This design comes from an exercise in tuning for small area and a short achievable clock period on the open sky130 flow, not from production work.
Only simulation tests tie the RTL to the original design; equivalence was not proved.
Power is estimated from default activity; no workload was simulated.

Design param_register_bank, start of the top module:
module param_register_bank #(
    parameter int unsigned DATA_WIDTH = 32,
    parameter int unsigned NUM_REGS   = 16,
    parameter int unsigned SEL_WIDTH  = 5,
    parameter int unsigned OUT_REG    = 1,
    parameter int unsigned SATURATE   = 0
) (
    input  logic                  clk_i,
    input  logic                  rst_i,
    input  logic [DATA_WIDTH-1:0] data_i,
    input  logic [NUM_REGS-1:0]   reg_sel_i,
    input  logic [2:0]            fun_sel_i,
    input  logic [SEL_WIDTH-1:0]  out_a_sel_i,
    input  logic [SEL_WIDTH-1:0]  out_b_sel_i,
    output logic [DATA_WIDTH-1:0] out_a_o,
    output logic [DATA_WIDTH-1:0] out_b_o,
    output logic [NUM_REGS-1:0]   valid_mask_o,
    output logic                  wrap_pulse_o
);
Size in the first run: ~5900 cells after synthesis, about 0.045 mm2 of cells after synthesis.
==> module param_register_bank_mux8, before the edit <==
module param_register_bank_mux8 #(
    parameter int W = 32
) (
    input  logic [8*W-1:0] d_i,      
    input  logic [7:0]     hit_i,
    output logic [W-1:0]   q_o
);
    always_comb begin
        q_o = '0;
        for (int k = 0; k < 8; k++) q_o = q_o | ({W{hit_i[k]}} & d_i[k*W+:W]);
    end
endmodule
==> module param_register_bank_mux, before the edit <==
module param_register_bank_mux #(
    parameter int W = 32
) (
    input  logic [16*W-1:0] d_i,     
    input  logic [15:0]     hit_i,
    output logic [W-1:0]    q_o
);
    logic [W-1:0] lo, hi;
    param_register_bank_mux8 #(.W(W)) u_lo (.d_i(d_i[0+:8*W]), .hit_i(hit_i[7:0]), .q_o(lo));
    param_register_bank_mux8 #(.W(W)) u_hi (.d_i(d_i[8*W+:8*W]), .hit_i(hit_i[15:8]), .q_o(hi));
    assign q_o = lo | hi;
endmodule
export LEC_CHECK = 0
export CAP_MARGIN = 20
export CORE_MARGIN = 2
export CORE_UTILIZATION = 45
export PLACE_DENSITY = 0.6
export SETUP_SLACK_MARGIN = 3.0
export SLEW_MARGIN = 20
export SYNTH_HIERARCHICAL = 1
export TNS_END_PERCENT = 5
create_clock -name core_clock -period 6.0 [get_ports {clk_i}]
standard.sh (not shown) runs the stock make flow with config.mk's settings and CLKGATE_MAP_FILE= SYNTH_SCRIPT=/design/flow/synth_recipe.tcl, a recipe that flattens the netlist after the stock synthesis.
==> flow/flow/run.sh <==
#!/bin/bash
# Layout flow: the standard ORFS flow (standard.sh) in two calls with extra don't-use cells.
# - Synthesis also avoids the logic cells above drive strength 1 (dont_use_synth.txt), so
#   that the netlist starts small and the repair steps upsize only what timing needs.
# - Port buffers are buf_4 rather than the smallest buffer.
# - Every step avoids the slow wide OR/NOR and delay cells; dont_use.txt lists the
#   platform's own don't-use cells followed by the added ones.
# make's full output goes to flow_synth.log and flow_make.log; each ORFS step keeps its own
# log under orfs/logs/.
set -euo pipefail
here="$(cd "$(dirname "${BASH_SOURCE[0]}")" && pwd)"
dont_use="$(tr '\n' ' ' < "$here/dont_use.txt")"
dont_use_synth="$dont_use $(tr '\n' ' ' < "$here/dont_use_synth.txt")"
bash standard.sh "DONT_USE_CELLS=$dont_use_synth" synth > flow_synth.log 2>&1
bash standard.sh "DONT_USE_CELLS=$dont_use" "BUFFER_PORTS_ARGS=-buffer_cell sky130_fd_sc_hd__buf_4" finish > flow_make.log 2>&1
Other scripts of this flow, unchanged in this note and not shown: flow/flow/dont_use.txt, flow/flow/dont_use_synth.txt
The starting point produced a clean layout.
==> next run, changes <==
--- a/flow/design.v
+++ b/flow/design.v
@@ -66,31 +66,60 @@
     always_comb begin
         for (int k = 0; k < N; k++) hit_o[k] = (sel_i == S'(k));
     end
 endmodule
-module param_register_bank_mux8 #(
-    parameter int W = 32
-) (
-    input  logic [8*W-1:0] d_i,      
-    input  logic [7:0]     hit_i,
-    output logic [W-1:0]   q_o
-);
-    always_comb begin
-        q_o = '0;
-        for (int k = 0; k < 8; k++) q_o = q_o | ({W{hit_i[k]}} & d_i[k*W+:W]);
-    end
+module param_register_bank_aoi22 #(
+    parameter int W = 32
+) (
+    input  logic [W-1:0] a0_i,
+    input  logic [W-1:0] b0_i,
+    input  logic [W-1:0] a1_i,
+    input  logic [W-1:0] b1_i,
+    output logic [W-1:0] y_o
+);
+    assign y_o = ~((a0_i & b0_i) | (a1_i & b1_i));
+endmodule
+module param_register_bank_nand2 #(
+    parameter int W = 32
+) (
+    input  logic [W-1:0] a_i,
+    input  logic [W-1:0] b_i,
+    output logic [W-1:0] y_o
+);
+    assign y_o = ~(a_i & b_i);
+endmodule
+module param_register_bank_nor2 #(
+    parameter int W = 32
+) (
+    input  logic [W-1:0] a_i,
+    input  logic [W-1:0] b_i,
+    output logic [W-1:0] y_o
+);
+    assign y_o = ~(a_i | b_i);
 endmodule
 module param_register_bank_mux #(
     parameter int W = 32
 ) (
     input  logic [16*W-1:0] d_i,     
     input  logic [15:0]     hit_i,
     output logic [W-1:0]    q_o
 );
-    logic [W-1:0] lo, hi;
-    param_register_bank_mux8 #(.W(W)) u_lo (.d_i(d_i[0+:8*W]), .hit_i(hit_i[7:0]), .q_o(lo));
-    param_register_bank_mux8 #(.W(W)) u_hi (.d_i(d_i[8*W+:8*W]), .hit_i(hit_i[15:8]), .q_o(hi));
-    assign q_o = lo | hi;
+    logic [W-1:0] t [8];    
+    logic [W-1:0] s [4];    
+    logic [W-1:0] v [2];    
+    for (genvar j = 0; j < 8; j++) begin : g_t
+        param_register_bank_aoi22 #(.W(W)) u_aoi (
+            .a0_i({W{hit_i[2*j]}}), .b0_i(d_i[2*j*W+:W]),
+            .a1_i({W{hit_i[2*j+1]}}), .b1_i(d_i[(2*j+1)*W+:W]), .y_o(t[j])
+        );
+    end
+    for (genvar m = 0; m < 4; m++) begin : g_s
+        param_register_bank_nand2 #(.W(W)) u_nand (.a_i(t[2*m]), .b_i(t[2*m+1]), .y_o(s[m]));
+    end
+    for (genvar n = 0; n < 2; n++) begin : g_v
+        param_register_bank_nor2 #(.W(W)) u_nor (.a_i(s[2*n]), .b_i(s[2*n+1]), .y_o(v[n]));
+    end
+    param_register_bank_nand2 #(.W(W)) u_out (.a_i(v[0]), .b_i(v[1]), .y_o(q_o));
 endmodule
 module param_register_bank_selreg #(
     parameter int N = 16
 ) (
=> The changed run completed without violations. Worst setup slack improves by 0.19 ns. Core utilization increases by 3.3 points. Sequential power decreases by a few percent. Design area increases by a few percent. Combinational power increases by a few percent. Final cell count increases by a few percent. Power decreases slightly.

* * *

Starting RTL as in the previous note.
==> flow/config.mk <==
export PLATFORM = sky130hd
export DESIGN_NAME = param_register_bank
export DESIGN_NICKNAME = param_register_bank
export VERILOG_FILES = /design/flow/design.v
export SDC_FILE = /design/flow/constraint.sdc
export NUM_CORES = 4
export LEC_CHECK = 0
export CAP_MARGIN = 20
export CORE_MARGIN = 2
export CORE_UTILIZATION = 55
export PLACE_DENSITY = 0.7
export SETUP_SLACK_MARGIN = 3.0
export SLEW_MARGIN = 20
export SYNTH_HIERARCHICAL = 1
export TNS_END_PERCENT = 5
==> flow/constraint.sdc <==
create_clock -name core_clock -period 6.0 [get_ports {clk_i}]
set_input_delay 1.2000 -clock core_clock [delete_from_list [all_inputs] [get_ports {clk_i}]]
set_output_delay 1.2000 -clock core_clock [all_outputs]
set_load 0.01 [all_outputs]
Scripts as last shown in full above: flow/flow/run.sh
Other scripts of this flow, unchanged in this note and not shown: flow/flow/dont_use.txt, flow/flow/dont_use_synth.txt
Then changed:
--- a/flow/design.v
+++ b/flow/design.v
@@ -67,17 +67,34 @@
         for (int k = 0; k < N; k++) hit_o[k] = (sel_i == S'(k));
     end
 endmodule
-module param_register_bank_mux8 #(
-    parameter int W = 32
-) (
-    input  logic [8*W-1:0] d_i,      
-    input  logic [7:0]     hit_i,
-    output logic [W-1:0]   q_o
-);
-    always_comb begin
-        q_o = '0;
-        for (int k = 0; k < 8; k++) q_o = q_o | ({W{hit_i[k]}} & d_i[k*W+:W]);
-    end
+module param_register_bank_aoi22 #(
+    parameter int W = 32
+) (
+    input  logic [W-1:0] a0_i,
+    input  logic [W-1:0] b0_i,
+    input  logic [W-1:0] a1_i,
+    input  logic [W-1:0] b1_i,
+    output logic [W-1:0] y_o
+);
+    assign y_o = ~((a0_i & b0_i) | (a1_i & b1_i));
+endmodule
+module param_register_bank_nand2 #(
+    parameter int W = 32
+) (
+    input  logic [W-1:0] a_i,
+    input  logic [W-1:0] b_i,
+    output logic [W-1:0] y_o
+);
+    assign y_o = ~(a_i & b_i);
+endmodule
+module param_register_bank_nor2 #(
+    parameter int W = 32
+) (
+    input  logic [W-1:0] a_i,
+    input  logic [W-1:0] b_i,
+    output logic [W-1:0] y_o
+);
+    assign y_o = ~(a_i | b_i);
 endmodule
 module param_register_bank_mux #(
     parameter int W = 32
@@ -86,10 +103,22 @@
     input  logic [15:0]     hit_i,
     output logic [W-1:0]    q_o
 );
-    logic [W-1:0] lo, hi;
-    param_register_bank_mux8 #(.W(W)) u_lo (.d_i(d_i[0+:8*W]), .hit_i(hit_i[7:0]), .q_o(lo));
-    param_register_bank_mux8 #(.W(W)) u_hi (.d_i(d_i[8*W+:8*W]), .hit_i(hit_i[15:8]), .q_o(hi));
-    assign q_o = lo | hi;
+    logic [W-1:0] t [8];    
+    logic [W-1:0] s [4];    
+    logic [W-1:0] v [2];    
+    for (genvar j = 0; j < 8; j++) begin : g_t
+        param_register_bank_aoi22 #(.W(W)) u_aoi (
+            .a0_i({W{hit_i[2*j]}}), .b0_i(d_i[2*j*W+:W]),
+            .a1_i({W{hit_i[2*j+1]}}), .b1_i(d_i[(2*j+1)*W+:W]), .y_o(t[j])
+        );
+    end
+    for (genvar m = 0; m < 4; m++) begin : g_s
+        param_register_bank_nand2 #(.W(W)) u_nand (.a_i(t[2*m]), .b_i(t[2*m+1]), .y_o(s[m]));
+    end
+    for (genvar n = 0; n < 2; n++) begin : g_v
+        param_register_bank_nor2 #(.W(W)) u_nor (.a_i(s[2*n]), .b_i(s[2*n+1]), .y_o(v[n]));
+    end
+    param_register_bank_nand2 #(.W(W)) u_out (.a_i(v[0]), .b_i(v[1]), .y_o(q_o));
 endmodule
 module param_register_bank_selreg #(
     parameter int N = 16
Synthesized area goes down by about 1%.
Cell area came out higher by 1.4%.
Maximum frequency rose by about 4.6%.
Synthesized cell count grows by 2.2%.
Power came out lower by 2.1%.
Combinational power climbs by about 4%.
Clock power goes down by about 5.6%.
Sequential cell count stays the same.

## port drivers added, routing unchanged
No port has a modelled driver above. Below, the same layouts with a new extraction and two added sets of constraints.
Step 1: set_driving_cell puts a clkbuf_16 on clk_i and a buf_2 on each other input, an assumption about the parent block.
Step 2 adds t to the input delays and takes it off the output delays; t is the mean of the earliest and latest rising clock arrival at the registers after step 1. Input paths then give back, and output paths get back, about the clock's delay inside the block.
Three values: ideal ports, drivers, drivers and shift; two values: the first two.
run | t (ns) | slack for setup (ns) | pins driven straight from the clock port
the first run of note 1 | 0.701 | 2.368 / 2.298 / 1.893 | 1
the second run of note 1 | 0.724 | 2.561 / 2.487 / 2.007 | 1
the first run of note 2 | 0.703 | 2.331 / 2.261 / 1.840 | 1
the second run of note 2 | 0.697 | 2.493 / 2.422 / 2.023 | 1
After both steps every run listed still meets setup and hold. For the second run of note 1, which loses most, drivers alone change the setup slack by -0.074 ns; drivers and shift together by -0.554 ns.
